This design comes from an exercise in tuning for small area, a short achievable clock period and few clock cycles per item on the open sky130 flow, not from production work.
In this exercise RTL edits were held to simulation tests only and were not proved equivalent to the original.
Power is estimated from default activity; no workload was simulated.

[design/flow/config.mk]
export PLATFORM = sky130hd
export DESIGN_NAME = sorted_deadline_alarm_queue
export DESIGN_NICKNAME = sorted_deadline_alarm_queue
export VERILOG_FILES = /design/flow/design.v
export SDC_FILE = /design/flow/constraint.sdc
export NUM_CORES = 4
export LEC_CHECK = 0
export CAP_MARGIN = 20
export CORE_MARGIN = 2
export CORE_UTILIZATION = 50
export CTS_BUF_LIST = sky130_fd_sc_hd__clkbuf_4 sky130_fd_sc_hd__clkbuf_8
export SETUP_SLACK_MARGIN = 4.6
export SLEW_MARGIN = 20
[design/flow/constraint.sdc]
create_clock -name core_clock -period 8.0 [get_ports {clock}]
set_input_delay 1.6000 -clock core_clock [delete_from_list [all_inputs] [get_ports {clock}]]
set_output_delay 1.6000 -clock core_clock [all_outputs]
set_load 0.01 [all_outputs]
[design/flow/design.v]
`timescale 1ns / 1ps
package sdaq_pkg;
   localparam int QUEUE_DEPTH_DEF = 16;
   localparam int TIME_WIDTH_DEF  = 32;
   localparam int ID_W      = 8;
   localparam int DUR_W     = 16;
   localparam int NOW_W     = 32;
   localparam int TPU_W     = 10;
   localparam int PROD_W    = DUR_W + TPU_W;
   localparam int CNT_OUT_W = 5;
   localparam logic [TPU_W-1:0] TPU_RESET = TPU_W'(100);
   localparam int CSR_ADDR_W = 3;
   localparam int CSR_DATA_W = 32;
   localparam logic [0:0] REG_TICKS_PER_UNIT = 1'b0;
   localparam logic OP_SLEEP = 1'b0;
   localparam logic OP_CHECK = 1'b1;
   localparam logic STATUS_OK   = 1'b0;
   localparam logic STATUS_FULL = 1'b1;
   typedef struct packed {
      logic             operation;
      logic [ID_W-1:0]  waiter_id;
      logic [DUR_W-1:0] duration;
      logic [NOW_W-1:0] now;
   } req_type;
   typedef struct packed {
      logic                 woke;
      logic [ID_W-1:0]      woken_id;
      logic                 last;
      logic                 status;
      logic [CNT_OUT_W-1:0] waiting_count;
   } rsp_type;
   typedef enum logic [3:0] {
      S_IDLE,
      S_MUL,
      S_ADD,
      S_SCAN_RD,
      S_SCAN_CMP,
      S_SHIFT_RD,
      S_SHIFT_WR,
      S_INSERT,
      S_CHK_RD,
      S_CHK_CMP,
      S_REPLY
   } state_type;
endpackage
`timescale 1ns / 1ps
module sdaq_ram #(
   parameter int WIDTH = 8,
   parameter int DEPTH = 16
) (
   input  logic                     clock,
   input  logic                     we,
   input  logic [$clog2(DEPTH)-1:0] waddr,
   input  logic [WIDTH-1:0]         wdata,
   input  logic [$clog2(DEPTH)-1:0] raddr,
   output logic [WIDTH-1:0]         rdata
);
   logic [WIDTH-1:0] mem [DEPTH];
   logic [WIDTH-1:0] rdata_ff;
   always_ff @(posedge clock) begin
      if (we) begin
         mem[waddr] <= wdata;
      end
      rdata_ff <= mem[raddr];
   end
   assign rdata = rdata_ff;
endmodule
`timescale 1ns / 1ps
import sdaq_pkg::*;
module sorted_deadline_alarm_queue #(
   parameter int QUEUE_DEPTH = QUEUE_DEPTH_DEF,
   parameter int TIME_WIDTH  = TIME_WIDTH_DEF
) (
   input  logic                  clock,
   input  logic                  reset,
   input  logic                  req_valid,
   output logic                  req_stall,
   input  sdaq_pkg::req_type     req_data,
   output logic                  rsp_valid,
   input  logic                  rsp_stall,
   output sdaq_pkg::rsp_type     rsp_data,
   input  logic                  psel,
   input  logic                  penable,
   input  logic                  pwrite,
   input  logic [CSR_ADDR_W-1:0] paddr,
   input  logic [CSR_DATA_W-1:0] pwdata,
   output logic [CSR_DATA_W-1:0] prdata,
   output logic                  pready
);
   localparam int N     = QUEUE_DEPTH;
   localparam int TW    = TIME_WIDTH;
   localparam int CNT_W = $clog2(QUEUE_DEPTH + 1);
   localparam int REQ_W = 1 + ID_W + DUR_W + NOW_W;
   localparam int RSP_W = 1 + ID_W + 1 + 1 + CNT_OUT_W;
   localparam int CW = 1 << $clog2(TW);
   function automatic logic time_after(input logic [TW-1:0] a,
                                       input logic [TW-1:0] b);
      logic [CW-1:0] g, p;
      g = '0;
      p = '1;
      for (int i = 0; i < TW - 1; i++) begin
         g[i] = a[i] & ~b[i];
         p[i] = a[i] | ~b[i];
      end
      for (int w = CW / 2; w >= 1; w = w / 2) begin
         for (int j = 0; j < w; j++) begin
            g[j] = g[2*j+1] | (p[2*j+1] & g[2*j]);
            p[j] = p[2*j+1] & p[2*j];
         end
      end
      time_after = (a[TW-1] == b[TW-1]) ? g[0] : !(g[0] | p[0]);
   endfunction
   logic [TPU_W-1:0] tpu_ff;
   logic             rd_tpu_ff;     
   logic             pready_ff;
   logic             apb_access;
   assign apb_access = psel && penable;
   assign pready     = pready_ff;
   assign prdata     = CSR_DATA_W'(rd_tpu_ff ? tpu_ff : '0);
   always_ff @(posedge clock) begin
      if (reset) begin
         tpu_ff    <= TPU_RESET;
         pready_ff <= 1'b0;
      end else begin
         pready_ff <= apb_access && !pready_ff;
         if (apb_access && pready_ff && pwrite &&
             (paddr[CSR_ADDR_W-1:2] == REG_TICKS_PER_UNIT)) begin
            tpu_ff <= pwdata[TPU_W-1:0];
         end
      end
      rd_tpu_ff <= (paddr[CSR_ADDR_W-1:2] == REG_TICKS_PER_UNIT);
   end
   logic             adv;           
   logic             s1_v, sk_v;
   logic [REQ_W-1:0] s1_d, sk_d;
   logic             accept;
   logic [REQ_W-1:0] req_in;
   assign req_in    = {req_data.operation, req_data.waiter_id,
                       (req_data.operation == OP_SLEEP) ? req_data.duration : DUR_W'(0),
                       req_data.now};
   assign req_stall = sk_v;
   assign accept    = req_valid && !sk_v;
   always_ff @(posedge clock) begin
      if (reset) begin
         s1_v <= 1'b0;
         sk_v <= 1'b0;
      end else if (adv) begin
         s1_v <= sk_v || accept;
         sk_v <= 1'b0;
      end else if (accept) begin
         s1_v <= 1'b1;
         sk_v <= s1_v;
      end
   end
   always_ff @(posedge clock) begin
      if (adv || !s1_v) begin
         s1_d <= sk_v ? sk_d : req_in;
      end
      if (!sk_v) begin
         sk_d <= req_in;
      end
   end
   logic             s1_op;
   logic [ID_W-1:0]  s1_id;
   logic [DUR_W-1:0] s1_dur;
   logic [NOW_W-1:0] s1_now;
   assign {s1_op, s1_id, s1_dur, s1_now} = s1_d;
   function automatic logic [2*TW-1:0] csa(input logic [TW-1:0] a,
                                           input logic [TW-1:0] b,
                                           input logic [TW-1:0] c);
      logic [TW-1:0] cy;
      cy  = (a & b) | (a & c) | (b & c);
      csa = {cy[TW-2:0], 1'b0, a ^ b ^ c};
   endfunction
   function automatic logic [TW-1:0] add_fast(input logic [TW-1:0] a,
                                              input logic [TW-1:0] b);
      logic [TW-1:0] g, p, hp;
      g  = a & b;
      p  = a | b;
      hp = a ^ b;
      for (int l = 0; (1 << l) < TW; l++) begin
         for (int i = 0; i < TW; i++) begin
            if (((i >> l) & 1) == 1) begin
               g[i] = g[i] | (p[i] & g[((i >> l) << l) - 1]);
               p[i] = p[i] & p[((i >> l) << l) - 1];
            end
         end
      end
      add_fast = hp ^ {g[TW-2:0], 1'b0};
   endfunction
   logic [TW-1:0]     pp [TPU_W];
   logic [2*TW-1:0]   t0, t1, t2, u0, u1, v0, v1, w0, x0;
   always_comb begin
      for (int k = 0; k < TPU_W; k++) begin
         pp[k] = tpu_ff[k] ? (TW'(s1_dur) << k) : '0;
      end
      t0 = csa(pp[0], pp[1], pp[2]);
      t1 = csa(pp[3], pp[4], pp[5]);
      t2 = csa(pp[6], pp[7], pp[8]);
      u0 = csa(t0[TW-1:0], t0[2*TW-1:TW], t1[TW-1:0]);
      u1 = csa(t1[2*TW-1:TW], t2[TW-1:0], t2[2*TW-1:TW]);
      v0 = csa(u0[TW-1:0], u0[2*TW-1:TW], u1[TW-1:0]);
      v1 = csa(u1[2*TW-1:TW], pp[9], TW'(s1_now));
      w0 = csa(v0[TW-1:0], v0[2*TW-1:TW], v1[TW-1:0]);
   end
   logic              s2_v;
   logic              s2_op;
   logic [ID_W-1:0]   s2_id;
   logic [3*TW-1:0]   s2_rows;
   logic              s3_v;
   logic              s3_op;
   logic [ID_W-1:0]   s3_id;
   logic [TW-1:0]     s3_key;
   logic [TW-1:0]     s3_nkey;        
   logic [TW-1:0]     s2_key;
   assign x0     = csa(s2_rows[TW-1:0], s2_rows[2*TW-1:TW], s2_rows[3*TW-1:2*TW]);
   assign s2_key = add_fast(x0[TW-1:0], x0[2*TW-1:TW]);
   always_ff @(posedge clock) begin
      if (reset) begin
         s2_v <= 1'b0;
         s3_v <= 1'b0;
      end else if (adv) begin
         s2_v <= s1_v;
         s3_v <= s2_v;
      end
   end
   always_ff @(posedge clock) begin
      if (adv) begin
         s2_op   <= s1_op;
         s2_id   <= s1_id;
         s2_rows <= {v1[2*TW-1:TW], w0};
         s3_op   <= s2_op;
         s3_id   <= s2_id;
         s3_key  <= s2_key;
         s3_nkey <= ~s2_key;
      end
   end
   localparam int ENT_W = TW + ID_W;
   logic [ENT_W-1:0] ent [N];
   logic [TW-1:0]    e_dl [N];
   logic [ID_W-1:0]  e_id [N];
   logic [CNT_W-1:0] count_ff;
   logic             s4_v;
   logic             s4_op;
   logic [ID_W-1:0]  s4_id;
   logic [TW-1:0]    s4_key;
   logic [N-1:0]     s4_lat;      
   logic [N-1:0] v;               
   logic [N-1:0] raw_lat;         
   logic         new_lat;         
   logic [N-1:0] nxt_lat;         
   logic [N-1:0] at_or_after;     
   logic [N-1:0] sel_hold, sel_left, sel_right, sel_new;
   logic         full, due0, due1;
   logic         out_ready, fire, do_ins, do_pop, s4_done;
   logic [RSP_W-1:0] res;
   always_comb begin
      for (int i = 0; i < N; i++) begin
         raw_lat[i] = (i < N / 2) ? time_after(e_dl[i], s3_key)
                                   : time_after(e_dl[i], ~s3_nkey);
      end
      new_lat = time_after(s4_key, ~s3_nkey);
      at_or_after[0] = !v[0] || s4_lat[0];
      for (int i = 1; i < N; i++) begin
         at_or_after[i] = at_or_after[i-1] || !v[i] || s4_lat[i];
      end
   end
   assign full    = v[N-1];
   assign due0    = v[0] && !s4_lat[0];
   assign due1    = v[1] && !s4_lat[1];
   assign fire    = s4_v && out_ready;
   assign do_ins  = fire && (s4_op == OP_SLEEP) && !full;
   assign do_pop  = fire && (s4_op == OP_CHECK) && due0;
   assign s4_done = !((s4_op == OP_CHECK) && due0 && due1);
   assign adv     = !s4_v || (out_ready && s4_done);
   always_comb begin
      for (int i = 0; i < N; i++) begin
         sel_left[i]  = (i > 0) && do_ins && at_or_after[(i > 0) ? i - 1 : 0];
         sel_new[i]   = do_ins && at_or_after[i] &&
                        !((i > 0) && at_or_after[(i > 0) ? i - 1 : 0]);
         sel_right[i] = (i < N - 1) && do_pop;    
         sel_hold[i]  = !do_pop && !(do_ins && at_or_after[i]);
      end
   end
   always_comb begin
      for (int i = 0; i < N; i++) begin
         nxt_lat[i] = (sel_hold[i] && raw_lat[i])
                    || (sel_left[i] && raw_lat[(i > 0) ? i - 1 : 0])
                    || (sel_right[i] && raw_lat[(i < N - 1) ? i + 1 : i])
                    || (sel_new[i] && new_lat);
      end
   end
   always_ff @(posedge clock) begin
      if (reset) begin
         s4_v <= 1'b0;
      end else if (adv) begin
         s4_v <= s3_v;
      end
   end
   always_ff @(posedge clock) begin
      if (adv) begin
         s4_op  <= s3_op;
         s4_id  <= s3_id;
         s4_key <= s3_key;
         s4_lat <= nxt_lat;
      end else if (do_pop) begin
         s4_lat <= {1'b0, s4_lat[N-1:1]};
      end
   end
   always_comb begin
      if (s4_op == OP_SLEEP) begin
         res = {1'b0, ID_W'(0), 1'b1, full, CNT_OUT_W'(count_ff + CNT_W'(!full))};
      end else if (due0) begin
         res = {1'b1, e_id[0], !due1, STATUS_OK, CNT_OUT_W'(count_ff - 1'b1)};
      end else begin
         res = {1'b0, ID_W'(0), 1'b1, STATUS_OK, CNT_OUT_W'(count_ff)};
      end
   end
   always_ff @(posedge clock) begin
      if (reset) begin
         count_ff <= '0;
         v        <= '0;
      end else if (do_ins) begin
         count_ff <= count_ff + 1'b1;
         v        <= {v[N-2:0], 1'b1};
      end else if (do_pop) begin
         count_ff <= count_ff - 1'b1;
         v        <= {1'b0, v[N-1:1]};
      end
   end
   for (genvar i = 0; i < N; i++) begin : g_ent
      logic [ENT_W-1:0] left_ent, right_ent;
      assign left_ent  = (i > 0) ? ent[(i > 0) ? i - 1 : 0] : '0;
      assign right_ent = (i < N - 1) ? ent[(i < N - 1) ? i + 1 : i] : '0;
      always_ff @(posedge clock) begin
         ent[i] <= ({ENT_W{sel_hold[i]}}  & ent[i])
                 | ({ENT_W{sel_left[i]}}  & left_ent)
                 | ({ENT_W{sel_right[i]}} & right_ent)
                 | ({ENT_W{sel_new[i]}}   & {s4_key, s4_id});
      end
      assign e_dl[i] = ent[i][ENT_W-1:ID_W];
      assign e_id[i] = ent[i][ID_W-1:0];
   end
   logic             r_v;
   logic [RSP_W-1:0] r_d;
   assign out_ready = !r_v || !rsp_stall;
   assign rsp_valid = r_v;
   assign rsp_data  = r_d;
   always_ff @(posedge clock) begin
      if (reset) begin
         r_v <= 1'b0;
      end else if (out_ready) begin
         r_v <= fire;
      end
   end
   always_ff @(posedge clock) begin
      if (out_ready) begin
         r_d <= res;
      end
   end
endmodule
[design/flow/run.sh]
#!/bin/bash
# synth_recipe.tcl (not shown) runs the flow's synth.tcl, then flattens the netlist and writes it again
# the make line also repeats each setting of config.mk as NAME=value (left out here)
make -C /OpenROAD-flow-scripts/flow DESIGN_CONFIG=/design/flow/config.mk WORK_HOME=/design/flow/orfs CLKGATE_MAP_FILE= SYNTH_SCRIPT=/design/flow/synth_recipe.tcl finish
==> flow_summary.ini, run 1 <==
[run_status]
status = finished clean

[clock_tree]
cts_hold_buf = 0
clk_pin_slew_worst_paths_ns = 0.06
clk_path_buf_depth = 3
h-tree-depth = 4
cts-root-buf = clkbuf_8
clkSinkCount = 1022
worstSkewPairLatency_ns = 0.89
cts_tree = done
numCtsBuffers = 179

[layout]
final_area_mm2 = 0.0635
finalNonFillerCells = 7532
nFillCells = 9706
area_growth_pct = 14.7
multi_input_area_mm2 = 0.0296
regArea_mm2 = 0.0234
drive_gt1_share_pct = 13.9
layout_commonest_cell = nand2_1
nets = 6217
layout_common_cells = 798 x nand2_1, 723 x dfxtp_1, 306 x inv_1
final_core_util_pct = 57.6

[worst_setup_path]
rrSetupSlack_ns = 4.61
arrival_ns = 4.01
regToRegStartpoint = s2_rows[2]
critPathRequiredTime_ns = 8.62
end_kind = flip-flop
path_class = reg2reg
regToRegEndpoint = s3_key[21]
worstPathMaxFanout = 5
reg2regPathDepth = 17
critPathLaunchType = flip-flop

[flow_run]
max_cap_viol_count = 0

[detailed_routing]
drc = 0
antenna_left = 0
drt-total-wl_mm = 176
vias = 48100
drt-initial-drc-count = 5236
viasPerCell = 6.39
post_drt_wl_per_cell_um = 23.3
dr.pass1.iters = 10

[floorplanning]
die_area_mm2 = 0.113
start_util_pct = 50.2
rows = 122
num_io_pins = 150
core-area_mm2 = 0.110
die_h_um = 337
die_w_um = 337

[yosys]
synth_warnings = 5
syn_area_mm2 = 0.0553
synth_edf_count = 286
netlist_instances = 5826
ys_seq_area_share_pct = 42.2
synth_seq_cells = 1022
synth-main-ff-cell = dfxtp_1
postSynthAreaPerCell_um2 = 9.50
async_reset_ff_share_pct = 0
netlist-cell-type-count = 107

[timing]
setup_viol = 0
hold_violations = 0
final.period_utilization_pct = 42.4
fin_worst_skew_ns = 0.0328
slew_headroom_pct = 16.5
slew_violations = 0
min_period_ns = 3.39
fmax_mhz = 295
finalSetupTns_ns = 0
tightestPinTransition_ns = 1.25
rsz0062_at_grt = yes

[grt]
grt_use_total_pct = 30.0
grt_pass1_vias = 45900
grt_max_degree = 144
gr-total-overflow = 0
grt_pass1_wl_mm = 269
antenna_found_initial = 5

[placement]
placed_area_mm2 = 0.0572
place.gp.congestion = 0.931
dp_hpwl_mm = 118
numPortBuffers = 103
dp_cells = 7016

[power_and_ir_drop]
max-vdd-ir-drop_v = 0.000224
p_leak_nw = 25.0
p_total_w = 0.0147
powerDensity_mw_per_mm2 = 232

[worst_hold_path]
hold_end = s2_rows[27]
min-delay-start = s1_d[27]
whs_path_depth = 0
hold_path.class = reg2reg
-- synthesized netlist by cell type (30+ instances only) --
cell | count | area [um2]
a221oi_1 | 31 | 272
clkbuf_1 | 399 | 1500
nand3_1 | 116 | 581
dfxtp_1 | 736 | 14700
mux2_2 | 44 | 495
and2_1 | 172 | 1080
a221o_1 | 302 | 3020
edfxtp_1 | 286 | 8590
xnor2_1 | 31 | 272
o22ai_1 | 153 | 957
o211ai_1 | 42 | 315
fa_1 | 139 | 2780
a211oi_1 | 35 | 263
a22o_1 | 296 | 2590
nor3_1 | 65 | 325
nor2b_1 | 73 | 457
buf_2 | 63 | 315
mux2i_1 | 54 | 541
maj3_1 | 55 | 551
a21oi_1 | 128 | 641
nand2b_1 | 70 | 438
a222oi_1 | 255 | 2550
o21ai_0 | 146 | 731
nor2_1 | 255 | 957
nand2_1 | 802 | 3010
ha_1 | 83 | 1040
a22oi_1 | 135 | 1010
inv_1 | 318 | 1190
nor4_1 | 30 | 188
a31oi_1 | 55 | 344
buf_1 | 36 | 135
-- area by class of cell --
type / count / area share (%)
antenna: 3 / 0.0118
inverter: 336 / 2.09
clock buffer: 275 / 5.31
multi-input combinational: 3972 / 46.6
timing repair buffer: 385 / 5.57
sequential: 1022 / 36.8
clock inverter: 51 / 0.678
tap: 1488 / 2.93
-- layer usage --
layer / part of all wire, % / global-route usage (%) / vias to the layer above / wire, um
met1: 43 / 41.4 / 23500 / 75700
met5: 0 / 0 / - / 0
met3: 7.7 / 4.09 / 320 / 13600
met4: 3.7 / 12.3 / 0 / 6590
met2: 45 / 47.3 / 2102 / 79900
li1: - / - / 22200 / -
-- how the worst max path moves through the flow --
stage / from / end / slack, ns / cells after the start
2_1_floorplan: rsp_stall / s4_lat[10] / 4.59 / 8
3_3_place_gp: rsp_stall / ent[10][4] / 2.44 / 10
3_5_place_dp: rsp_stall / ent[10][5] / 2.44 / 10
4_1_cts: s3_nkey[8] / s4_lat[10] / 4.44 / 9
5_1_grt: s2_rows[2] / s3_key[21] / 4.43 / 17
6_report: s2_rows[2] / s3_key[21] / 4.61 / 17
-- worst max-delay path, cell delays in order (launching register included) --
cell	delay [ns]
edfxtp_1	0.37
ha_1	0.31
ha_2	0.19
inv_2	0.05
fa_2	0.19
o21bai_1	0.08
a21oi_2	0.19
o211ai_1	0.10
buf_4	0.16
nand3_2	0.07
o211ai_1	0.09
buf_4	0.18
o21ba_4	0.20
o41a_1	0.40
buf_4	0.18
a21oi_4	0.21
buf_6	0.14
xnor2_2	0.05
-- kinds of logic after synthesis --
kind of cell               synth area share, %
AOI/OAI and AO/OA                         26.6
xor gates and xnor gates                 0.871
adders and majority gates                 7.98
buffers and inverters                     6.17
DFF                                       42.2
muxes                                     1.87
other                                  0.00678
and+or+nand+nor                           14.4
-- sequential cells by signal, indices dropped and copies added, names as in the netlist, 5 cells and up --
register,count
count_ff,5
ent,640
r_d,16
s1_d,57
s2_id,8
s2_rows,74
s3_id,8
s3_key,32
s3_nkey,32
s4_id,8
s4_key,32
s4_lat,16
sk_d,57
tpu_ff,10
v,16
-- report_power, final --
part,leakage (nW),internal [W],switching [W]
Combinational,13.9,0.00123,0.00216
Clock,2.02,0.00285,0.00225
Sequential,9.09,0.00575,0.000464
Total,25.0,0.00984,0.00487
-- through the flow --
step                      hold slack (ns)  worst slack [ns]
final                               0.412              4.61
after global routing                0.420              4.43
after CTS                           0.417              4.44
after detailed placement            0.405              2.44
after global placement              0.401              2.44
after floorplan                     0.400              4.59
-- repair_timing --
action	in CTS	in global routing
pin swaps	25	25
setup endpoints to repair	827	353
buffers inserted	80	94
resized for setup	147	71
cloned	9	3
Testbench counts, summed over its fixed seeds: cycles 12,863, items 9,600.
==> run 2: changes to the inputs <==
--- a/design/flow/config.mk
+++ b/design/flow/config.mk
@@ -9,5 +9,5 @@
 export CORE_MARGIN = 2
 export CORE_UTILIZATION = 50
 export CTS_BUF_LIST = sky130_fd_sc_hd__clkbuf_4 sky130_fd_sc_hd__clkbuf_8
-export SETUP_SLACK_MARGIN = 4.6
+export SETUP_SLACK_MARGIN = 4.4
 export SLEW_MARGIN = 20
==> run 2 against run 1 <==
Against the previous run:
- combinational power shrank 16%
- die area stayed put
- sequential share of layout area is 0.65 points higher
- routed wire length is 1.2% lower
- worst setup slack got worse by 0.27 ns
- cell area shrank 1.7%
- critical path type unchanged
- largest power group unchanged
- non-clock buffer count is 102 lower
- largest cell class unchanged
==> flow_summary.ini, run 2 <==
[run_status]
status = finished clean

[clock_tree]
worstSkewPairLatency_ns = 0.88
cts_hold_buf = 0
clk_path_buf_depth = 3
cts-root-buf = clkbuf_8
h-tree-depth = 4
cts_tree = done
clk_pin_slew_worst_paths_ns = 0.06
numCtsBuffers = 178
clkSinkCount = 1022

[power_and_ir_drop]
p_comb_share_pct = 19.8
p_int_w = 0.00959
netSwitchingPower_w = 0.00478
p_leak_nw = 24.3
power_frac_clock_pct = 35.7
powerDensity_mw_per_mm2 = 230
seq_power_share_pct = 44.5
max-vdd-ir-drop_v = 0.000153
p_sw_share_pct = 33.3

[layout]
regMostFlops = ent
layout_commonest_cell = nand2_1
largest_register_ffs = 640
nets = 6113
reg.largest.list = ent x640, s2_rows x74
layout_common_cells = 799 x nand2_1, 724 x dfxtp_1, 315 x inv_1
finalNonFillerCells = 7430
area_growth_pct = 12.7
drive_gt1_share_pct = 11.6

[placement]
dp_hpwl_mm = 118
numPortBuffers = 103
dp_slack_ns = 2.62
place.gp.congestion = 0.920
dp_cells = 7016

[yosys]
synth_warnings = 5
synth_seq_cells = 1022
yosysTopAreaCell = dfxtp_1
syn_area_mm2 = 0.0553
netlist_instances = 5826
netlist-cell-type-count = 107
postSynthAreaPerCell_um2 = 9.50
async_reset_ff_share_pct = 0
synthTopCellsByCount = 802 x nand2_1, 736 x dfxtp_1, 399 x clkbuf_1
synth_edf_count = 286
synth_top_area_share_pct = 26.6
yosys-top-cells-area = dfxtp_1 27%, edfxtp_1 16%, a221o_1 5.5%
synth_most_common_cell = nand2_1
synth-main-ff-cell = dfxtp_1
ys_seq_area_share_pct = 42.2

[timing]
hold_violations = 0
fin_worst_skew_ns = 0.0406
min_period_ns = 3.66
finalSetupTns_ns = 0
final.period_utilization_pct = 45.8
fmax_mhz = 273
tightestPinTransition_ns = 1.33
setup_ws_ns = 4.34
slew_violations = 0
rsz0062_at_grt = yes
setup_viol = 0
slew_headroom_pct = 11.3

[worst_setup_path]
critPathLaunchType = flip-flop
critPathRequiredTime_ns = 8.61
crit_family = simple AND/OR/NAND/NOR gates
regToRegEndpoint = s4_lat[10]
worstPathMaxFanout = 25
path_cells = o22ai_1 -> nor4_1 -> o211ai_1 -> nor4_1 -> nor2_1 -> nand3_1 -> o211a_1 -> o21ai_0 -> o32a_1
cp_num_buf_inv = 0
worst_path_largest_cell_delay_ns = 0.94
regToRegStartpoint = s3_nkey[8]
end_kind = flip-flop
slowest_stage = nor4_1
path_class = reg2reg
rrSetupSlack_ns = 4.34
arrival_ns = 4.27
crit_top_cell = nor4_1
reg2regPathDepth = 9

[worst_hold_path]
hold_path.class = reg2reg
hold_end = s2_id[5]
min-delay-start = s1_d[53]
whs_path_depth = 0

[floorplanning]
core-area_mm2 = 0.110
rows = 122
die_area_mm2 = 0.113
start_util_pct = 50.2
die_w_um = 337
die_h_um = 337
num_io_pins = 150

[detailed_routing]
antenna_left = 0
drc = 0
drt-total-wl_mm = 174
drt-initial-drc-count = 5476
post_drt_wl_per_cell_um = 23.4
viasPerCell = 6.42
dr.pass1.iters = 10
vias = 47700

[grt]
antenna_found_initial = 1
grt_pass1_vias = 45100
grt_pass1_wl_mm = 266
grt_use_total_pct = 29.5
grt_max_degree = 152
gr-total-overflow = 0

[flow_run]
max_cap_viol_count = 0
-- run 2: power by group through the flow --
stage               combinational [W]  sequential [W]  clock (W)
finish                        0.00284         0.00639    0.00513
global placement              0.00250         0.00652          0
global route                  0.00307         0.00645    0.00544
CTS                           0.00258         0.00642    0.00523
floorplan                     0.00205         0.00604          0
detailed placement            0.00254         0.00653          0
-- run 2: final cells by class --
cell class,instances,area [um2]
Antenna cell,1,2.50
Clock buffer,278,3430
Clock inverter,51,422
Fill cell,9840,47800
Inverter,336,1300
Multi-Input combinational cell,3971,29300
Sequential cell,1022,23400
Tap cell,1488,1860
Timing Repair Buffer,283,2680
-- run 2: worst max path at each step --
stage | from | to | slack (ns) | depth (start not counted)
final | s3_nkey[8] | s4_lat[10] | 4.34 | 9
after global routing | s3_nkey[8] | s4_lat[10] | 4.33 | 9
after CTS | rsp_stall | s4_lat[10] | 4.30 | 9
after detailed placement | rsp_stall | s4_lat[13] | 2.62 | 9
after global placement | rsp_stall | ent[4][36] | 2.65 | 9
after floorplan | rsp_stall | s4_lat[10] | 4.47 | 8
-- run 2: stage by stage --
stage          hold WS (ns)  instance area [um2]  total power [W]  util (%)
2_1_floorplan         0.400                55400          0.00809         -
3_3_place_gp          0.401                57200          0.00901      51.9
3_5_place_dp          0.405                57200          0.00907      51.9
4_1_cts               0.415                61700           0.0142      56.0
5_1_grt               0.425                62400           0.0150      56.6
6_report              0.413                62400           0.0144      56.6
-- run 2: worst reg2reg max path, stage by stage (launching register included) --
cell	delay [ns]
edfxtp_1	0.93
o22ai_1	0.14
nor4_1	0.22
o211ai_1	0.24
nor4_1	0.94
nor2_1	0.08
nand3_1	0.12
o211a_1	0.26
o21ai_0	0.11
o32a_1	0.36
-- run 2: layer usage --
layer | up-vias | track usage, % | part of all wire [%]
li1 | 22000 | - | -
met1 | 23300 | 40.8 | 43
met2 | 2068 | 46.5 | 46
met3 | 361 | 4.21 | 7.7
met4 | 0 | 12.2 | 3.8
met5 | - | 0 | 0
-- run 2: timing repair --
item                                    CTS  global route
cloned                                    5             4
resized for setup                        78            43
pin swaps                                18            17
endpoints found under the setup margin  585           357
setup buffers                            32            43
-- run 2: kinds of logic after synthesis --
family | count (synthesis) | synth area share, %
compound gates | 1806 | 26.6
xor+xnor | 55 | 0.871
fa+ha+maj | 281 | 7.98
buf+inv | 860 | 6.17
flops | 1022 | 42.2
mux | 98 | 1.87
other cells | 1 | 0.00678
simple gates | 1703 | 14.4
==> run 3: changes to the inputs <==
==> design/flow/config.mk (replaced) <==
export PLATFORM = sky130hd
export DESIGN_NAME = sorted_deadline_alarm_queue
export DESIGN_NICKNAME = sorted_deadline_alarm_queue
export VERILOG_FILES = /design/flow/design.v
export SDC_FILE = /design/flow/constraint.sdc
export NUM_CORES = 4
export LEC_CHECK = 0
export CAP_MARGIN = 10
export CORE_MARGIN = 2
export CORE_UTILIZATION = 55
export CTS_BUF_LIST = sky130_fd_sc_hd__clkbuf_4 sky130_fd_sc_hd__clkbuf_8
export SETUP_SLACK_MARGIN = 5.0
export SLEW_MARGIN = 10
==> run 3 against run 2 <==
Against the previous run:
- still clean on timing, DRC and antenna
- worst hold slack lost 0.0025 ns
- cell count grew 1.7%
- count of clock-buffer cells in the layout grew 9
- critical path type unchanged
- largest power group unchanged
==> flow_summary.ini, run 3 <==
[power_and_ir_drop]
p_leak_nw = 26.5
p_total_w = 0.0152
max-vdd-ir-drop_v = 0.000161
powerDensity_mw_per_mm2 = 227

[worst_setup_path]
critPathLaunchType = flip-flop
path_class = reg2reg
worst_path_largest_cell_delay_ns = 0.45
regToRegEndpoint = s3_nkey[21]
critPathRequiredTime_ns = 8.66
crit_family = compound AO/OA/AOI/OAI gates
arrival_ns = 4.05
rrSetupSlack_ns = 4.61
path_cells = ha_1 -> ha_2 -> inv_2 -> fa_2 -> o21bai_2 -> a21oi_2 -> o211ai_1 -> buf_4 -> nand3_2 -> o211ai_1 -> buf_4 -> o21ba_4 -> o41a_1 -> a21oi_2 -> xor2_2
slowest_stage = o41a_1
worstPathMaxFanout = 6
end_kind = flip-flop
cp_num_buf_inv = 3
regToRegStartpoint = s2_rows[2]
crit_path_start = s2_rows[2]
reg2regPathDepth = 15

[yosys]
synth_seq_cells = 1022
syn_area_mm2 = 0.0553
postSynthAreaPerCell_um2 = 9.50
synthTopCellsByCount = 802 x nand2_1, 736 x dfxtp_1, 399 x clkbuf_1
async_reset_ff_share_pct = 0
synth_edf_count = 286
yosysTopAreaCell = dfxtp_1
synth_top_area_share_pct = 26.6
netlist-cell-type-count = 107
yosys-top-cells-area = dfxtp_1 27%, edfxtp_1 16%, a221o_1 5.5%
ys_seq_area_share_pct = 42.2
synth_warnings = 5
synth_most_common_cell = nand2_1
netlist_instances = 5826
synth-main-ff-cell = dfxtp_1

[layout]
regMostFlops = ent
drive_gt1_share_pct = 20.6
nets = 6429
largest_register_ffs = 640
layout_commonest_cell = nand2_1
final_area_mm2 = 0.0667
area_growth_pct = 20.6
layout_common_cells = 795 x nand2_1, 722 x dfxtp_1, 356 x buf_4
reg.largest.list = ent x640, s2_rows x74

[placement]
placed_area_mm2 = 0.0571
numPortBuffers = 103
place.gp.congestion = 0.930
dp_hpwl_mm = 117

[timing]
hold_slack_ns = 0.411
hold_violations = 0
final.period_utilization_pct = 42.4
finalSetupTns_ns = 0
slew_violations = 0
rsz0062_at_grt = yes
fin_worst_skew_ns = 0.0407
tightestPinTransition_ns = 1.19
fmax_mhz = 295
slew_headroom_pct = 20.3
min_period_ns = 3.39
setup_viol = 0

[worst_hold_path]
min-delay-start = s3_id[2]
hold_end = s4_id[2]
whs_path_depth = 0
hold_path.class = reg2reg

[clock_tree]
clk_pin_slew_worst_paths_ns = 0.06
h-tree-depth = 4
worstSkewPairLatency_ns = 0.91
cts_tree = done
clkSinkCount = 1022
numCtsBuffers = 175
clk_path_buf_depth = 3
cts-root-buf = clkbuf_8
cts_hold_buf = 0

[grt]
gr-total-overflow = 0
antenna_found_initial = 4
grt_use_total_pct = 33.9
grt_max_degree = 105
grt_pass1_wl_mm = 275
grt_pass1_vias = 47000

[detailed_routing]
drt-initial-drc-count = 6850
drc = 0
viasPerCell = 6.66
post_drt_wl_per_cell_um = 24.7
dr.pass1.iters = 10
drt-total-wl_mm = 187
antenna_left = 0
vias = 50300

[floorplanning]
rows = 116
die_area_mm2 = 0.103
num_io_pins = 150
die_h_um = 321
core-area_mm2 = 0.0999
die_w_um = 321
start_util_pct = 55.4

[run_status]
status = finished clean

[flow_run]
max_cap_viol_count = 0
[run 3: cell counts after synthesis]
No cell type changed its count.
[run 3: per-layer routing]
metal  routed length (um)  track usage (%)  share of wire [%]  vias up
met5                   11                0             0.0059        -
met4                10100             16.3                5.4        2
met3                17400             5.94                9.3      527
met2                84200             52.3                 45     2681
met1                75000             46.3                 40    24400
li1                     -                -                  -    22700
[run 3: worst max-delay path by stage]
| stage | slack [ns] | endpoint | cells past startpoint |
|---|---|---|---|
| after floorplan | 4.77 | s4_lat[1] | 8 |
| after global placement | 2.79 | s4_lat[12] | 10 |
| after detailed placement | 2.76 | s4_lat[12] | 10 |
| after CTS | 4.57 | s3_nkey[21] | 15 |
| after global routing | 4.53 | s3_nkey[22] | 15 |
| final | 4.61 | s3_nkey[21] | 15 |
[run 3: worst reg2reg max path, stage by stage (launching register included)]
cell      delay (ns)
edfxtp_1        0.38
ha_1            0.31
ha_2            0.17
inv_2           0.05
fa_2            0.20
o21bai_2        0.07
a21oi_2         0.17
o211ai_1        0.09
buf_4           0.16
nand3_2         0.07
o211ai_1        0.08
buf_4           0.16
o21ba_4         0.19
o41a_1          0.45
a21oi_2         0.25
xor2_2          0.34
[run 3: what timing repair did]
item / in CTS / in global routing
buffers inserted: 269 / 97
resized for setup: 490 / 240
endpoints found under the setup margin: 932 / 490
cloned: 18 / 16
pin swaps: 118 / 159
[run 3: through the flow]
stage | util (%) | cells | worst slack, ns
floorplan | - | 5847 | 4.77
detailed placement | 57.1 | 6829 | 2.76
CTS | 64.7 | 7444 | 4.57
global route | 66.8 | 7559 | 4.53
finish | 66.8 | 7559 | 4.61
global placement | 57.1 | 6829 | 2.79
[run 3: where the power goes]
part | switching (W) | leakage [nW] | internal, W
logic | 0.00249 | 15.4 | 0.00149
clock network | 0.00229 | 2.03 | 0.00276
registers | 0.000385 | 9.09 | 0.00575
[run 3: logic make-up after synthesis]
| group | Yosys count | share of synthesized area (%) |
|---|---|---|
| AOI/OAI and AO/OA | 1806 | 26.6 |
| and+or+nand+nor | 1703 | 14.4 |
| DFF | 1022 | 42.2 |
| buffers and inverters | 860 | 6.17 |
| adders and majority gates | 281 | 7.98 |
| muxes | 98 | 1.87 |
| xor gates and xnor gates | 55 | 0.871 |
| other | 1 | 0.00678 |
[run 3: final cells by class]
cell class	instances	area (um2)
diodes	2	5.00
clock inverters	41	313
well taps	1298	1620
inverters	336	1370
clock buffers	287	3460
fillers	7998	33100
repair buffers	602	5960
multi-input cells	3970	30600
repair inverters	1	7.51
flip-flops and latches	1022	23400
==> run 4: changes to the inputs <==
--- a/design/flow/design.v
+++ b/design/flow/design.v
@@ -179,11 +179,9 @@
       p  = a | b;
       hp = a ^ b;
       for (int l = 0; (1 << l) < TW; l++) begin
-         for (int i = 0; i < TW; i++) begin
-            if (((i >> l) & 1) == 1) begin
-               g[i] = g[i] | (p[i] & g[((i >> l) << l) - 1]);
-               p[i] = p[i] & p[((i >> l) << l) - 1];
-            end
+         for (int i = TW - 1; i >= (1 << l); i--) begin
+            g[i] = g[i] | (p[i] & g[i - (1 << l)]);
+            p[i] = p[i] & p[i - (1 << l)];
          end
       end
       add_fast = hp ^ {g[TW-2:0], 1'b0};
==> design/flow/config.mk (replaced) <==
export PLATFORM = sky130hd
export DESIGN_NAME = sorted_deadline_alarm_queue
export DESIGN_NICKNAME = sorted_deadline_alarm_queue
export VERILOG_FILES = /design/flow/design.v
export SDC_FILE = /design/flow/constraint.sdc
export NUM_CORES = 4
export LEC_CHECK = 0
export CAP_MARGIN = 20
export CORE_MARGIN = 2
export CORE_UTILIZATION = 50
export CTS_BUF_LIST = sky130_fd_sc_hd__clkbuf_4 sky130_fd_sc_hd__clkbuf_8
export SETUP_SLACK_MARGIN = 4.8
export SLEW_MARGIN = 20
==> run 4 against run 3 <==
Against the previous run:
- largest cell class unchanged
- sequential cell count stayed put
- largest power group unchanged
- worst hold slack worse by 0.017 ns
- critical path depth is 1 lower
- global-route usage is 2.4 points lower
==> flow_summary.ini, run 4 <==
[run_status]
status = finished clean

[placement]
numPortBuffers = 103
dp_hpwl_mm = 118
place.gp.congestion = 0.887

[worst_setup_path]
critPathRequiredTime_ns = 8.62
arrival_ns = 4.11
end_kind = flip-flop
path_class = reg2reg
critPathLaunchType = flip-flop
rrSetupSlack_ns = 4.51
worstPathMaxFanout = 5

[power_and_ir_drop]
p_leak_nw = 26.7
max-vdd-ir-drop_v = 0.000158
powerDensity_mw_per_mm2 = 236

[timing]
rsz0062_at_grt = yes
fin_worst_skew_ns = 0.0389
finalSetupTns_ns = 0
setup_viol = 0
hold_violations = 0
min_period_ns = 3.49
slew_headroom_pct = 17.9
fmax_mhz = 287
slew_violations = 0
final.period_utilization_pct = 43.6
tightestPinTransition_ns = 1.23

[floorplanning]
num_io_pins = 150
die_w_um = 335
die_h_um = 335
start_util_pct = 50.4
die_area_mm2 = 0.112
core-area_mm2 = 0.109
rows = 121

[clock_tree]
worstSkewPairLatency_ns = 0.88
cts_hold_buf = 0
clk_path_buf_depth = 3
h-tree-depth = 4
clkSinkCount = 1022
numCtsBuffers = 179
cts_tree = done
clk_pin_slew_worst_paths_ns = 0.06
cts-root-buf = clkbuf_8

[detailed_routing]
vias = 50300
antenna_left = 0
wl_met3_mm = 15.9
maxUsedRoutingLayer = met4
viasPerCell = 6.46
wl_met1_mm = 77.7
drt-total-wl_mm = 187
drc = 0
drt-initial-drc-count = 7141
dr.pass1.iters = 10
post_drt_wl_per_cell_um = 24.0
dr_wl_met2_mm = 86.2

[grt]
antenna_found_initial = 4
grt_use_total_pct = 31.5
gr-total-overflow = 0
grt_pass1_wl_mm = 280
grt_max_degree = 157
grt_pass1_vias = 46800

[yosys]
ys_seq_area_share_pct = 42.5
synth_warnings = 5
netlist_instances = 5993
postSynthAreaPerCell_um2 = 9.16
yosys-top-cells-area = dfxtp_1 27%, edfxtp_1 16%, a222oi_1 9.0%
synth_top_area_share_pct = 26.8
async_reset_ff_share_pct = 0
yosysTopAreaCell = dfxtp_1
synth_edf_count = 286
synth_most_common_cell = nand2_1
netlist-cell-type-count = 106
synthTopCellsByCount = 1156 x nand2_1, 736 x dfxtp_1, 493 x a222oi_1
synth_seq_cells = 1022
syn_area_mm2 = 0.0549
synth-main-ff-cell = dfxtp_1

[layout]
layout_commonest_cell = nand2_1
area_growth_pct = 18.4
nets = 6539
largest_register_ffs = 640
reg.largest.list = ent x640, s2_rows x74
regMostFlops = ent
nFillCells = 9338
layout_common_cells = 1147 x nand2_1, 723 x dfxtp_1, 493 x a222oi_1
final_core_util_pct = 59.7
drive_gt1_share_pct = 18.1

[flow_run]
max_cap_viol_count = 0

[worst_hold_path]
hold_path.class = reg2reg
-- run 4: through the flow --
stage | cell area, um2 | cells | hold WS, ns | setup WS, ns | total power (W)
after floorplan | 55200 | 6014 | 0.400 | 4.75 | 0.00824
after global placement | 56700 | 7106 | 0.401 | 2.68 | 0.00917
after detailed placement | 56700 | 7109 | 0.405 | 2.69 | 0.00923
after CTS | 62800 | 7632 | 0.404 | 4.52 | 0.0149
after global routing | 65000 | 7777 | 0.408 | 4.39 | 0.0160
final | 65000 | 7778 | 0.394 | 4.51 | 0.0154
-- run 4: timing repair --
item	CTS	global route
setup buffers	177	128
endpoints found under the setup margin	936	708
resized for setup	317	224
gates cloned	23	15
hold endpoints to repair	0	0
pin swaps	56	136
-- run 4: final timing paths --
path | start | end | cells past startpoint
setup / recovery | s2_rows[6] | s3_nkey[31] | 14
hold / removal | s2_id[5] | s3_id[5] | 0
setup reg to reg | s2_rows[6] | s3_nkey[31] | 14
hold reg to reg | s2_id[5] | s3_id[5] | 0
-- run 4: layer usage --
layer,global-route usage [%],up-vias
li1,-,22800
met1,43.4,24400
met2,50.1,2646
met3,4.63,355
met4,12.2,0
met5,0,-
-- run 4: critical path: stages, from the launching register on --
cell and delay, ns:
edfxtp_1 0.36, ha_1 0.33, inv_1 0.07, ha_2 0.21
inv_2 0.05, a221oi_4 0.34, a21oi_4 0.11, o31ai_2 0.26
a21oi_2 0.12, or4b_4 0.54, nand2_8 0.11, o211ai_1 0.10
buf_4 0.16, a211o_1 0.27, and3_4 0.21
-- run 4: logic make-up after synthesis --
family / Yosys count / synth area share [%]
adder cells (fa/ha/maj): 318 / 8.69
XOR/XNOR: 58 / 0.926
AND/OR/NAND/NOR: 2043 / 16.7
multiplexers: 58 / 1.16
buffers and inverters: 908 / 6.66
AO/OA/AOI/OAI: 1585 / 23.3
flip-flops: 1022 / 42.5
other: 1 / 0.00683
-- run 4: layout make-up --
type	instances	area (um2)	area share, %
Clock buffer	273	3360	5.17
Antenna cell	3	7.51	0.0115
Sequential cell	1022	23400	36.0
Tap cell	1414	1770	2.72
Timing Repair inverter	1	5.00	0.00770
Inverter	391	1550	2.38
Clock inverter	50	348	0.535
Multi-Input combinational cell	4108	29800	45.8
Timing Repair Buffer	516	4790	7.38
-- run 4: report_power, final --
| part | leakage [nW] | total, W | switching [W] | internal, W |
|---|---|---|---|---|
| combinational | 15.7 | 0.00415 | 0.00257 | 0.00158 |
| sequential | 9.08 | 0.00617 | 0.000395 | 0.00577 |
| clock | 1.99 | 0.00505 | 0.00230 | 0.00275 |
| total | 26.7 | 0.0154 | 0.00526 | 0.0101 |
Testbench counts of run 4, summed over its fixed seeds: cycles 12,863, items 9,600.
==> run 5: changes to the inputs <==
--- a/design/flow/config.mk
+++ b/design/flow/config.mk
@@ -7,7 +7,7 @@
 export LEC_CHECK = 0
 export CAP_MARGIN = 20
 export CORE_MARGIN = 2
-export CORE_UTILIZATION = 50
+export CORE_UTILIZATION = 55
 export CTS_BUF_LIST = sky130_fd_sc_hd__clkbuf_4 sky130_fd_sc_hd__clkbuf_8
 export SETUP_SLACK_MARGIN = 4.8
 export SLEW_MARGIN = 20
==> run 5 against run 4 <==
Against the previous run:
- maximum frequency grew 1.6%
- largest power group unchanged
- critical path type unchanged
- via count shrank 0.13%
- still clean on timing, DRC and antenna
- cell area shrank 0.32%
==> flow_summary.ini, run 5 <==
[timing]
fin_worst_skew_ns = 0.0393
finalSetupTns_ns = 0
setup_ws_ns = 4.57
slew_headroom_pct = 26.3
hold_violations = 0
final.period_utilization_pct = 42.9
fmax_mhz = 291
slew_violations = 0
min_period_ns = 3.43
tightestPinTransition_ns = 1.10
rsz0062_at_grt = yes
setup_viol = 0

[yosys]
yosys-top-cells-area = dfxtp_1 27%, edfxtp_1 16%, a222oi_1 9.0%
async_reset_ff_share_pct = 0
synth-main-ff-cell = dfxtp_1
postSynthAreaPerCell_um2 = 9.16
netlist-cell-type-count = 106
synth_edf_count = 286
netlist_instances = 5993
syn_area_mm2 = 0.0549
synthTopCellsByCount = 1156 x nand2_1, 736 x dfxtp_1, 493 x a222oi_1
yosysTopAreaCell = dfxtp_1
synth_warnings = 5
synth_most_common_cell = nand2_1
synth_seq_cells = 1022
synth_top_area_share_pct = 26.8
ys_seq_area_share_pct = 42.5

[clock_tree]
clk_path_buf_depth = 3
clkSinkCount = 1022
cts-root-buf = clkbuf_8
cts_tree = done
h-tree-depth = 4
worstSkewPairLatency_ns = 0.88
clk_pin_slew_worst_paths_ns = 0.06
numCtsBuffers = 176

[floorplanning]
die_w_um = 320
die_area_mm2 = 0.102
rows = 115
core-area_mm2 = 0.0987
start_util_pct = 55.6
num_io_pins = 150
die_h_um = 320

[layout]
final_core_util_pct = 65.6
nFillCells = 8136
largest_register_ffs = 640
reg.largest.list = ent x640, s2_rows x74
drive_gt1_share_pct = 18.4
area_growth_pct = 18.1
regMostFlops = ent
layout_commonest_cell = nand2_1
layout_common_cells = 1149 x nand2_1, 723 x dfxtp_1, 493 x a222oi_1
nets = 6542

[worst_setup_path]
regToRegStartpoint = s2_rows[5]
critPathLaunchType = flip-flop
worstPathMaxFanout = 5
end_kind = flip-flop
path_cells = ha_1 -> inv_1 -> ha_2 -> nor2_2 -> a221oi_4 -> a21oi_4 -> o31ai_4 -> a21oi_2 -> or4b_4 -> nand2_4 -> o211ai_1 -> buf_4 -> a211o_1 -> and3_4
worst_path_largest_cell_delay_ns = 0.50
slowest_stage = or4b_4
arrival_ns = 4.02
path_class = reg2reg
critPathRequiredTime_ns = 8.59
crit_path_start = s2_rows[5]

[detailed_routing]
antenna_left = 0
drt-initial-drc-count = 7480
vias = 50200
dr.pass1.iters = 9
viasPerCell = 6.56
post_drt_wl_per_cell_um = 23.9
drt-total-wl_mm = 183
drc = 0

[power_and_ir_drop]
powerDensity_mw_per_mm2 = 236
p_leak_nw = 26.7
max-vdd-ir-drop_v = 0.000154

[grt]
grt_pass1_vias = 47000
grt_use_total_pct = 34.3
grt_max_degree = 101
grt_pass1_wl_mm = 277
antenna_found_initial = 4
gr-total-overflow = 0

[worst_hold_path]
hold_path.class = reg2reg
min-delay-start = s1_d[52]

[flow_run]
max_cap_viol_count = 0

[placement]
numPortBuffers = 103
place.gp.congestion = 0.905
dp_hpwl_mm = 117
dp_slack_ns = 2.51

[run_status]
status = finished clean
run 5: changes by cell type in the layout (fill, tap and decap cells not counted), moves of 5 or more:
cell,change
and2_1,-11
clkinvlp_4,+5
clkbuf_16,-9
nor2_4,+6
buf_4,+17
buf_12,-6
buf_6,+8
clkinv_2,-10
inv_6,-8
and2_4,+11
run 5: final cells by class:
cell class              instances  area, um2  share of cell area [%]
multi-input cells            4110      29900                    46.1
well taps                    1287       1610                    2.49
repair buffers                520       4670                    7.20
inverters                     391       1570                    2.43
clock inverters                39        320                   0.494
repair inverters                1       8.76                  0.0135
diodes                          3       7.51                  0.0116
flip-flops and latches       1022      23400                    36.1
clock buffers                 274       3360                    5.19
run 5: cell families (layout without fill, tap and decap cells):
| kind of cell | Yosys count | count (layout) | synth area share, % |
|---|---|---|---|
| AND/OR/NAND/NOR | 2043 | 2068 | 16.7 |
| AO/OA/AOI/OAI | 1585 | 1586 | 23.3 |
| multiplexers | 58 | 58 | 1.16 |
| other | 1 | 25 | 0.00683 |
| adder cells (fa/ha/maj) | 318 | 318 | 8.69 |
| flip-flops | 1022 | 1022 | 42.5 |
| XOR/XNOR | 58 | 58 | 0.926 |
| buffers and inverters | 908 | 1225 | 6.66 |
run 5: final timing paths:
| check | slack, ns | to | cells after the start |
|---|---|---|---|
| worst min register to register | 0.41 | s2_id[4] | 0 |
| worst max-delay path | 4.57 | s3_nkey[31] | 14 |
| worst min-delay path | 0.41 | s2_id[4] | 0 |
| worst max register to register | 4.57 | s3_nkey[31] | 14 |
run 5: layer usage:
layer / track usage, % / vias up / share of wire, %
met5: 0 / - / 0.0060
met4: 15.8 / 2 / 4.5
met3: 4.72 / 449 / 8.7
met2: 54.5 / 2673 / 46
met1: 46.7 / 24300 / 41
li1: - / 22800 / -
run 5: critical path, delay by kind of cell (launching register included):
family | cells | cell delay [ns]
flops | 1 | 0.37
simple gates | 4 | 0.91
compound gates | 6 | 1.14
fa+ha+maj | 2 | 0.52
buf+inv | 2 | 0.24
run 5: stage by stage:
stage          std cells  instance area, um2  power [W]  hold WS [ns]
6_report            7647               64800     0.0153         0.412
5_1_grt             7645               64800     0.0159         0.419
4_1_cts             7540               63100     0.0148         0.416
3_5_place_dp        6985               56500    0.00924         0.405
3_3_place_gp        6984               56500    0.00917         0.400
2_1_floorplan       6014               55200    0.00824         0.400
run 5: where the power goes:
part,switching (W),total [W],internal (W)
combinational,0.00252,0.00409,0.00156
clock,0.00221,0.00501,0.00280
sequential,0.000403,0.00617,0.00577
total,0.00514,0.0153,0.0101
run 5: repair_timing:
action | CTS | global route
setup endpoints to repair | 832 | 237
setup buffers | 211 | 101
pin swaps | 77 | 153
hold buffers | 0 | 0
resized for setup | 348 | 220
gates cloned | 31 | 2

==> port drivers added, routing unchanged <==
No port has a modelled driver above. Below, the same layouts with a new extraction and two added sets of constraints. Step 1 sets driving cells, clkbuf_16 on the clock port and buf_2 on the other inputs (assumed; they add their load-dependent delay and slew). Step 2 times the ports against the registers' clock, not the clock port: input delays grow and output delays shrink by t, the midpoint of the rising clock arrivals with the driver on. Slacks: no drivers / after step 1 / after step 2; pairs: no drivers / after step 1.
run | shift t [ns] | slack for setup (ns) | hold WS [ns] | worst setup path after step 2 | slew at the worst register clock pin (ns)
run 1 | 0.937 | 4.606 / 4.605 / 3.853 | 0.412 / 0.412 / 0.412 | input to register | 0.07 / 0.07
run 2 | 0.932 | 4.340 / 4.340 / 3.522 | 0.413 / 0.413 / 0.413 | input to register | 0.07 / 0.07
run 3 | 0.958 | 4.610 / 4.610 / 3.972 | 0.411 / 0.411 / 0.411 | input to register | 0.07 / 0.07
run 4 | 0.935 | 4.512 / 4.512 / 3.875 | 0.394 / 0.394 / 0.394 | input to register | 0.07 / 0.07
run 5 | 0.925 | 4.567 / 4.567 / 3.970 | 0.412 / 0.412 / 0.412 | input to register | 0.07 / 0.07
After both steps every run listed still meets setup and hold. The setup slack of run 2, which loses most, moves by 0.000 ns with the drivers and by -0.818 ns with both steps.
